This is an optimization exercise on Yosys and OpenROAD, whose aim is small area and a short achievable clock period, not a production implementation. Only simulation tests tie the RTL to the original design; equivalence was not proved. Power is estimated from default activity; no workload was simulated.

==> module muxbus_ram, before the edit <==
module muxbus_ram #(
  parameter int AW = 8
) (
  input  logic          clk,
  input  logic [AW-1:0] addr,
  input  logic          ld,
  input  logic          we,
  input  logic [7:0]    wdata,
  output logic [7:0]    rdata
);
  logic [7:0]   mem [256];
  logic [31:0]  lsel_n_q;
  logic [7:0]   hsel_n_q, hwe_n;
  logic [255:0] row_we, row_keep;
  logic [7:0]   grp_q [8];
  always_ff @(posedge clk) begin
    if (ld) begin
      for (int i = 0; i < 32; i++) lsel_n_q[i] <= (addr[4:0] != 5'(i));
      for (int j = 0; j < 8; j++)  hsel_n_q[j] <= (addr[7:5] != 3'(j));
    end
  end
  assign hwe_n = ~({8{we}} & ~hsel_n_q);
  for (genvar r = 0; r < 256; r++) begin : g_row
    logic [7:0] d;
    muxbus_nor2  u_we   (.a(lsel_n_q[r % 32]), .b(hwe_n[r / 32]), .y(row_we[r]));
    muxbus_inv   u_keep (.a(row_we[r]), .y(row_keep[r]));
    for (genvar b = 0; b < 8; b++) begin : g_cell
      muxbus_a22o u_d (.a1(mem[r][b]), .a2(row_keep[r]), .b1(wdata[b]), .b2(row_we[r]), .x(d[b]));
    end
    always_ff @(posedge clk) mem[r] <= d;
  end
  for (genvar b = 0; b < 8; b++) begin : g_bit
    logic [7:0] grp;
    for (genvar j = 0; j < 8; j++) begin : g_grp
      logic [31:0] col;
      for (genvar i = 0; i < 32; i++) begin : g_col
        assign col[i] = mem[32*j+i][b];
      end
      muxbus_rdgrp u_grp (.m(col), .sel_n(lsel_n_q), .gsel_n(hsel_n_q[j]), .y(grp[j]));
    end
    always_ff @(posedge clk) grp_q[b] <= grp;
    assign rdata[b] = &grp_q[b];
  end
endmodule
==> module muxbus_rdgrp, before the edit <==
module muxbus_rdgrp (input logic [31:0] m, input logic [31:0] sel_n,
                     input logic gsel_n, output logic y);
  logic [15:0] pair_n;    
  logic [7:0]  quad;      
  logic [1:0]  half_n;    
  for (genvar k = 0; k < 16; k++) begin : g_pair
    muxbus_o22ai u_pair (.a1(m[2*k]), .a2(sel_n[2*k]), .b1(m[2*k+1]), .b2(sel_n[2*k+1]),
                         .y(pair_n[k]));
  end
  for (genvar q = 0; q < 8; q++) begin : g_quad
    muxbus_nor2 u_quad (.a(pair_n[2*q]), .b(pair_n[2*q+1]), .y(quad[q]));
  end
  for (genvar h = 0; h < 2; h++) begin : g_half
    muxbus_nand4 u_half (.a(quad[4*h]), .b(quad[4*h+1]), .c(quad[4*h+2]), .d(quad[4*h+3]),
                         .y(half_n[h]));
  end
  muxbus_o21bai u_out (.a1(half_n[0]), .a2(half_n[1]), .b1_n(gsel_n), .y(y));
endmodule
==> module muxbus_inv, before the edit <==
module muxbus_inv (input logic a, output logic y);
  assign y = ~a;
endmodule
==> module muxbus_o22ai, before the edit <==
module muxbus_o22ai (input logic a1, a2, b1, b2, output logic y);
  assign y = ~((a1 | a2) & (b1 | b2));
endmodule
==> module muxbus_nand4, before the edit <==
module muxbus_nand4 (input logic a, b, c, d, output logic y);
  assign y = ~(a & b & c & d);
endmodule
==> module muxbus_o21bai, before the edit <==
module muxbus_o21bai (input logic a1, a2, b1_n, output logic y);
  assign y = ~((a1 | a2) & ~b1_n);
endmodule
export LEC_CHECK = 0
export CAP_MARGIN = 20
export CORE_MARGIN = 2
export CORE_UTILIZATION = 55
export CTS_CLUSTER_DIAMETER = 80
export CTS_CLUSTER_SIZE = 26
export PLACE_DENSITY = 0.65
export SETUP_SLACK_MARGIN = 2.7
export SLEW_MARGIN = 20
export SYNTH_HIERARCHICAL = 1
create_clock -name core_clock -period 5.0 [get_ports {clk}]
standard.sh (not shown) runs the stock make flow with config.mk's settings and CLKGATE_MAP_FILE= SYNTH_SCRIPT=/design/flow/synth_recipe.tcl, a recipe that flattens the netlist after the stock synthesis.
==> flow/flow/run.sh <==
#!/bin/bash
set -euo pipefail
bash standard.sh synth > synth.log 2>&1
bash standard.sh finish MATCH_CELL_FOOTPRINT=0 "BUFFER_PORTS_ARGS=-buffer_cell sky130_fd_sc_hd__buf_2" > layout.log 2>&1
for f in orfs/logs/*/muxbus_responder_top/base/*.log; do cp "$f" "orfs_$(basename "$f")"; done
Next try:
--- a/flow/design.v
+++ b/flow/design.v
@@ -24,75 +24,63 @@
   output logic [7:0]    rdata
 );
   logic [7:0]   mem [256];
   logic [31:0]  lsel_n_q;
-  logic [7:0]   hsel_n_q, hwe_n;
+  logic [31:0]  lsel;
+  logic [7:0]   hsel_n_q, hwe_n, hwe;
   logic [255:0] row_we, row_keep;
-  logic [7:0]   grp_q [8];
+  logic [7:0]   grp_n_q [8];
   always_ff @(posedge clk) begin
     if (ld) begin
       for (int i = 0; i < 32; i++) lsel_n_q[i] <= (addr[4:0] != 5'(i));
       for (int j = 0; j < 8; j++)  hsel_n_q[j] <= (addr[7:5] != 3'(j));
     end
   end
   assign hwe_n = ~({8{we}} & ~hsel_n_q);
+  assign hwe   = {8{we}} & ~hsel_n_q;
+  assign lsel  = ~lsel_n_q;
   for (genvar r = 0; r < 256; r++) begin : g_row
     logic [7:0] d;
     muxbus_nor2  u_we   (.a(lsel_n_q[r % 32]), .b(hwe_n[r / 32]), .y(row_we[r]));
-    muxbus_inv   u_keep (.a(row_we[r]), .y(row_keep[r]));
+    muxbus_nand2 u_keep (.a(lsel[r % 32]),     .b(hwe[r / 32]),   .y(row_keep[r]));
     for (genvar b = 0; b < 8; b++) begin : g_cell
       muxbus_a22o u_d (.a1(mem[r][b]), .a2(row_keep[r]), .b1(wdata[b]), .b2(row_we[r]), .x(d[b]));
     end
     always_ff @(posedge clk) mem[r] <= d;
   end
   for (genvar b = 0; b < 8; b++) begin : g_bit
-    logic [7:0] grp;
+    logic [7:0] grp_n;
     for (genvar j = 0; j < 8; j++) begin : g_grp
       logic [31:0] col;
       for (genvar i = 0; i < 32; i++) begin : g_col
         assign col[i] = mem[32*j+i][b];
       end
-      muxbus_rdgrp u_grp (.m(col), .sel_n(lsel_n_q), .gsel_n(hsel_n_q[j]), .y(grp[j]));
-    end
-    always_ff @(posedge clk) grp_q[b] <= grp;
-    assign rdata[b] = &grp_q[b];
+      muxbus_rdgrp u_grp (.m(col), .sel_n(lsel_n_q), .gsel_n(hsel_n_q[j]), .y_n(grp_n[j]));
+    end
+    always_ff @(posedge clk) grp_n_q[b] <= grp_n;
+    assign rdata[b] = ~|grp_n_q[b];
   end
 endmodule
 module muxbus_rdgrp (input logic [31:0] m, input logic [31:0] sel_n,
-                     input logic gsel_n, output logic y);
-  logic [15:0] pair_n;    
-  logic [7:0]  quad;      
-  logic [1:0]  half_n;    
-  for (genvar k = 0; k < 16; k++) begin : g_pair
-    muxbus_o22ai u_pair (.a1(m[2*k]), .a2(sel_n[2*k]), .b1(m[2*k+1]), .b2(sel_n[2*k+1]),
-                         .y(pair_n[k]));
-  end
-  for (genvar q = 0; q < 8; q++) begin : g_quad
-    muxbus_nor2 u_quad (.a(pair_n[2*q]), .b(pair_n[2*q+1]), .y(quad[q]));
-  end
-  for (genvar h = 0; h < 2; h++) begin : g_half
-    muxbus_nand4 u_half (.a(quad[4*h]), .b(quad[4*h+1]), .c(quad[4*h+2]), .d(quad[4*h+3]),
-                         .y(half_n[h]));
-  end
-  muxbus_o21bai u_out (.a1(half_n[0]), .a2(half_n[1]), .b1_n(gsel_n), .y(y));
+                     input logic gsel_n, output logic y_n);
+  logic [15:0] pair_n;
+  logic [3:0]  quad;
+  always_comb begin
+    for (int k = 0; k < 16; k++)
+      pair_n[k] = ~((m[2*k] | sel_n[2*k]) & (m[2*k+1] | sel_n[2*k+1]));
+    for (int q = 0; q < 4; q++)
+      quad[q] = ~(pair_n[4*q] | pair_n[4*q+1] | pair_n[4*q+2] | pair_n[4*q+3]);
+    y_n = ~((&quad) | gsel_n);
+  end
 endmodule
 module muxbus_nor2 (input logic a, b, output logic y);
   assign y = ~(a | b);
 endmodule
-module muxbus_inv (input logic a, output logic y);
-  assign y = ~a;
+module muxbus_nand2 (input logic a, b, output logic y);
+  assign y = ~(a & b);
 endmodule
 module muxbus_a22o (input logic a1, a2, b1, b2, output logic x);
   assign x = (a1 & a2) | (b1 & b2);
-endmodule
-module muxbus_o22ai (input logic a1, a2, b1, b2, output logic y);
-  assign y = ~((a1 | a2) & (b1 | b2));
-endmodule
-module muxbus_nand4 (input logic a, b, c, d, output logic y);
-  assign y = ~(a & b & c & d);
-endmodule
-module muxbus_o21bai (input logic a1, a2, b1_n, output logic y);
-  assign y = ~((a1 | a2) & ~b1_n);
 endmodule
 module muxbus_responder #(
   parameter int         MEM_AW    = 8,
   parameter logic [15:0] BASE     = 16'h0000,
After rerunning:
- The changed run finished clean
- wire length grows by 16%
- cell area shrinks by 1.0%
- power grows by 0.87%
- setup slack improves by 3.3 ps
- utilization grows by 0.21 points
- clock power is about the same
- count of clock-buffer cells in the layout shrinks by 6
- worst hold slack degrades by 26 ps
- synthesized cell count shrinks by 5.1%
- global-route usage grows by 5.4 points

-- static timing again, ports no longer ideal --
Ports are ideal in the flow. The routed layouts listed here were re-timed in OpenROAD. Step 1, drivers: a clkbuf_16 drives clk and a buf_2 each remaining input, both assumed. Step 2 adds t to the input delays and takes it off the output delays; t is the mean of the earliest and latest rising clock arrival at the registers after step 1. Input paths then give back, and output paths get back, about the clock's delay inside the block. Slacks: ideal ports / drivers / drivers and shift; pairs: ideal ports / drivers.
run | t, ns | slack for setup (ns) | slew at the worst register clock pin (ns)
the first run | 0.831 | 2.571 / 2.522 / 2.365 | 0.11 / 0.11
the second run | 0.833 | 2.574 / 2.521 / 2.242 | 0.11 / 0.11
After both steps every run listed still meets setup and hold. The setup slack of the second run, which loses most, moves by -0.053 ns with the drivers and by -0.332 ns with both steps.
